What follows belongs to an exercise in optimizing a design on an open flow for small area, a short achievable clock period and few clock cycles per item; a production flow would make more cautious choices. At most, simulation tests tie the RTL to the original design; equivalence was not proved. Power and IR drop assume default switching activity.

Setup of alpha:
Design voltmeter_display_controller_core, start of the top module:
module voltmeter_display_controller_core (
    input  wire logic                           i_clk,
    input  wire logic                           i_rst_n,
    input  wire logic                           i_cfg_we,
    input  wire logic [vdc_pkg::CFG_IDX_W-1:0]  i_cfg_idx,
    input  wire logic [vdc_pkg::CFG_DATA_W-1:0] i_cfg_data,
    input  wire logic                           i_in_valid,
    output      logic                           o_in_ready,
    input  wire logic [vdc_pkg::FUNC_W-1:0]     i_in_func,
    input  wire logic [9:0]                     i_in_sample,
    input  wire logic [vdc_pkg::SW_W-1:0]       i_in_switches,
    output      logic                           o_out_valid,
    input  wire logic                           i_out_ready,
    output      logic [vdc_pkg::SEG_W-1:0]      o_out_segments,
    output      logic                           o_out_digit_high,
    output      logic [vdc_pkg::DUTY_W-1:0]     o_out_duty_percent,
    output      logic [vdc_pkg::PERIOD_W-1:0]   o_out_compare_count,
    output      logic [vdc_pkg::VAL_W-1:0]      o_out_shown_value
);
Size in the first run: ~1100 cells after synthesis, ~150 flip-flops, roughly 81 I/O pins.
clock: 8.0 ns
lec_check: 0
abc_clock_period_in_ps: 2000
cap_margin: 20
core_margin: 2
core_utilization: 40
cts_buf_list: sky130_fd_sc_hd__clkbuf_4 sky130_fd_sc_hd__clkbuf_8
cts_cluster_diameter: 60
cts_cluster_size: 40
slew_margin: 20
standard.sh (not shown) runs the stock make flow with config.mk's settings and CLKGATE_MAP_FILE= SYNTH_SCRIPT=/design/flow/synth_recipe.tcl, a recipe that flattens the netlist after the stock synthesis.
==> flow/flow/run.sh <==
#!/bin/bash
# Standard layout, with the port buffers made from buf_1 cells instead of the
# default choice, and timing repair aiming further below the clock period.
set -euo pipefail
export BUFFER_PORTS_ARGS="-buffer_cell sky130_fd_sc_hd__buf_1"
export SETUP_SLACK_MARGIN=5
bash standard.sh > standard.log 2>&1
Testbench counts of alpha, summed over its fixed seeds: cycles 17,396, items 16,046.
The inputs of beta differ from those of alpha as listed below.
==> flow/flow/run.sh <==
#!/bin/bash
# Standard layout, with the port buffers made from buf_2 cells instead of the
# default choice, and timing repair aiming further below the clock period.
set -euo pipefail
export BUFFER_PORTS_ARGS="-buffer_cell sky130_fd_sc_hd__buf_2"
export SETUP_SLACK_MARGIN=5
bash standard.sh > standard.log 2>&1
-- flow/config.mk --
<<< alpha, line 10
export CORE_MARGIN = 2
export CORE_UTILIZATION = 40
export CTS_BUF_LIST = sky130_fd_sc_hd__clkbuf_4 sky130_fd_sc_hd__clkbuf_8
>>> beta, line 10
export CORE_MARGIN = 2
export CORE_UTILIZATION = 60
export CTS_BUF_LIST = sky130_fd_sc_hd__clkbuf_4 sky130_fd_sc_hd__clkbuf_8
### Flow results
beta went all the way through synthesis, placement and routing and the layout is clean on timing, DRC and antenna. On combinational power share: between beta and alpha, it ends up lower for beta. beta and alpha ended up with nearly the same share of the cycle needed by the critical path after routing. Taking alpha as the reference, in beta internal cell power grew by 7.7%; fraction of area in multi-input gates roughly the same; global routing usage on met2 went up by 14 points. On power of the combinational group: between beta and alpha, it ends up lower for alpha. Going from alpha to beta, number of fillers in the final layout shrinks by about 44%. Taking alpha as the reference, in beta total wire length now smaller, via count of the first global-routing pass now smaller. Delta (beta minus alpha): final instance area shows a reduction of about 0.44%, number of ordinary and repair buffers in the finished layout shows a reduction of 2.
Inputs modified between beta and gamma:
-- flow/config.mk --
<<< beta, line 7
export LEC_CHECK = 0
export ABC_CLOCK_PERIOD_IN_PS = 2000
export CAP_MARGIN = 20
export CORE_MARGIN = 2
export CORE_UTILIZATION = 60
export CTS_BUF_LIST = sky130_fd_sc_hd__clkbuf_4 sky130_fd_sc_hd__clkbuf_8
>>> gamma, line 7
export LEC_CHECK = 0
export ABC_CLOCK_PERIOD_IN_PS = 3000
export CAP_MARGIN = 20
export CORE_MARGIN = 2
export CORE_UTILIZATION = 40
export CTS_BUF_LIST = sky130_fd_sc_hd__clkbuf_4 sky130_fd_sc_hd__clkbuf_8
Between beta and gamma, the design area is higher for gamma.
Comparing beta and gamma, routed wire length is higher on gamma.
gamma — share of power burned in registers 0.4 points lower, beta as reference
Compare beta and gamma | final clock period utilization by the worst path higher: beta
Setup changes, gamma to delta
-- flow/config.mk --
<<< gamma, line 7
export LEC_CHECK = 0
export ABC_CLOCK_PERIOD_IN_PS = 3000
export CAP_MARGIN = 20
export CORE_MARGIN = 2
>>> delta, line 7
export LEC_CHECK = 0
export ABC_CLOCK_PERIOD_IN_PS = 2000
export CAP_MARGIN = 5
export CORE_MARGIN = 2
<<< gamma, line 14
export CTS_CLUSTER_SIZE = 40
export SLEW_MARGIN = 20
>>> delta, line 14
export CTS_CLUSTER_SIZE = 40
export SLEW_MARGIN = 5
==> comparison <==
Compare delta and gamma | clock power share lower: gamma
[compare] base=gamma new=delta: static leakage went up 0.51%; count of placed standard cells in the final layout, fillers left out about even; filler cell count went down; final critical delay including setup and external delays rose by 0.037 ns.
Against gamma, delta reports a setup slack that is lower.
Going from gamma to delta, detailed route wirelength on metal2 shrank by a few percent.
Number of enable flip-flop cells after synthesis: gamma vs delta identical
Diff delta..gamma | data-path buffer share of cell area in the final layout | negligible
Summary — cell area, delta relative to gamma: higher, by 0.32%.

* * *

Setup of fjord:
Another version of the RTL of voltmeter_display_controller_core (not shown whole).
Size in the first run: ~1100 cells after synthesis, about 81 I/O pins, roughly 9600 um^2 of cells after synthesis.
Settings: LEC_CHECK=0, ABC_CLOCK_PERIOD_IN_PS=2000, CAP_MARGIN=20, CORE_MARGIN=2, CORE_UTILIZATION=40, CTS_BUF_LIST=sky130_fd_sc_hd__clkbuf_4 sky130_fd_sc_hd__clkbuf_8, CTS_CLUSTER_DIAMETER=60, CTS_CLUSTER_SIZE=40, SETUP_SLACK_MARGIN=5, SLEW_MARGIN=20; clock period 8.0 ns.
run.sh (not shown) runs the stock make flow with config.mk's settings and CLKGATE_MAP_FILE= SYNTH_SCRIPT=/design/flow/synth_recipe.tcl, a recipe that flattens the netlist after the stock synthesis.
Stock flow here: none of the scripts above is used.
diff inputs: fjord => sierra
- CTS_CLUSTER_DIAMETER no longer set, was 60
- CTS_BUF_LIST no longer set, was sky130_fd_sc_hd__clkbuf_4 sky130_fd_sc_hd__clkbuf_8
- CTS_CLUSTER_SIZE no longer set, was 40
### Flow results
Both conditions hold for sierra: the flow ran to the end and the final layout passed the timing, design-rule and antenna checks.
sierra vs. fjord: via count ~0 delta; global routing usage on met2 grew by 0.36 points; count of cells resized by post-cts repair saw a decrease.
Function was not checked in any run of this note: the RTL went through the layout flow alone.

* * *

voltmeter_display_controller_core, a different RTL version from the one above (not shown whole).
Size: ~1300 cells after synthesis, ~150 flip-flops, ~81 I/O pins.
## voltmeter_display_controller_core
module voltmeter_display_controller_core (
    input  wire logic                           i_clk,
    input  wire logic                           i_rst_n,
    input  wire logic                           i_cfg_we,
    input  wire logic [vdc_pkg::CFG_IDX_W-1:0]  i_cfg_idx,
    input  wire logic [vdc_pkg::CFG_DATA_W-1:0] i_cfg_data,
    input  wire logic                           i_in_valid,
    output      logic                           o_in_ready,
    input  wire logic [vdc_pkg::FUNC_W-1:0]     i_in_func,
    input  wire logic [9:0]                     i_in_sample,
    input  wire logic [vdc_pkg::SW_W-1:0]       i_in_switches,
    output      logic                           o_out_valid,
    input  wire logic                           i_out_ready,
    output      logic [vdc_pkg::SEG_W-1:0]      o_out_segments,
    output      logic                           o_out_digit_high,
    output      logic [vdc_pkg::DUTY_W-1:0]     o_out_duty_percent,
    output      logic [vdc_pkg::PERIOD_W-1:0]   o_out_compare_count,
    output      logic [vdc_pkg::VAL_W-1:0]      o_out_shown_value
);
export LEC_CHECK = 0
export ABC_AREA = 1
export ABC_CLOCK_PERIOD_IN_PS = 2000
export CAP_MARGIN = 20
export CORE_MARGIN = 2
export CORE_UTILIZATION = 40
export CTS_BUF_LIST = sky130_fd_sc_hd__clkbuf_4 sky130_fd_sc_hd__clkbuf_8
export CTS_CLUSTER_DIAMETER = 60
export CTS_CLUSTER_SIZE = 40
export PLACE_DENSITY = 0.75
export SLEW_MARGIN = 20
create_clock -name core_clock -period 8.0 [get_ports {i_clk}]
standard.sh (not shown) runs the stock make flow with config.mk's settings and CLKGATE_MAP_FILE= SYNTH_SCRIPT=/design/flow/synth_recipe.tcl, a recipe that flattens the netlist after the stock synthesis.
==> flow/flow/run.sh <==
#!/bin/bash
# The standard layout (standard.sh: standard synthesis and ORFS flow),
# with two changes: the port buffers are buf_2 cells instead of the default
# choice, and timing repair aims for a setup slack of 5.3 ns. ORFS writes each
# step's log under orfs/logs/; make's own output goes to standard.log.
set -euo pipefail
export BUFFER_PORTS_ARGS="-buffer_cell sky130_fd_sc_hd__buf_2"
export SETUP_SLACK_MARGIN=5.3
bash standard.sh > standard.log 2>&1
Rerun with:
==> flow/flow/run.sh (replaced) <==
#!/bin/bash
# Standard layout, with the port buffers made from buf_2 cells instead of the
# default choice, and timing repair aiming further below the clock period.
set -euo pipefail
export BUFFER_PORTS_ARGS="-buffer_cell sky130_fd_sc_hd__buf_2"
export SETUP_SLACK_MARGIN=5
bash standard.sh > standard.log 2>&1
--- a/flow/config.mk
+++ b/flow/config.mk
@@ -8 +7,0 @@
-export ABC_AREA = 1
What happened: The changed run completed without violations; setup slack is worse by 430 ps; power went up slightly; via count came out lower by roughly a tenth; synthesized cell count fell by about a fifth; cell area goes up slightly; register-to-register slack got worse by 510 ps; clock-buffer cell count climbs by 3; synthesized area came out higher slightly.
No run of this note included a check of the RTL's function; only the layout flow was run.

port drivers added, routing unchanged:
Ports are ideal in the flow. The routed layouts listed here were re-timed in OpenROAD. Step 1: set_driving_cell puts a clkbuf_16 on i_clk and a buf_2 on each other input, an assumption about the parent block. Step 2 adds t to the input delays and takes it off the output delays; t is the mean of the earliest and latest rising clock arrival at the registers after step 1. Input paths then give back, and output paths get back, about the clock's delay inside the block. Slacks: ideal ports / drivers / drivers and shift; pairs: ideal ports / drivers.
| run | t, ns | slack for setup (ns) | cell pins on the clock port's net |
|---|---|---|---|
| alpha | 0.486 | 5.010 / 4.986 / 4.573 | 1 |
| beta | 0.475 | 5.004 / 5.004 / 4.642 | 1 |
| gamma | 0.490 | 5.045 / 5.040 / 4.627 | 1 |
| delta | 0.496 | 5.009 / 5.009 / 4.614 | 1 |
| fjord | 0.502 | 4.817 / 4.822 / 4.328 | 1 |
| sierra | 0.478 | 4.829 / 4.845 / 4.367 | 1 |
| the first run of note 3 | 0.493 | 5.323 / 5.288 / 4.865 | 1 |
| the second run of note 3 | 0.486 | 4.891 / 4.891 / 4.598 | 1 |
After both steps setup and hold are still met in every run listed. The setup slack of fjord, which loses most, moves by +0.005 ns with the drivers and by -0.489 ns with both steps.
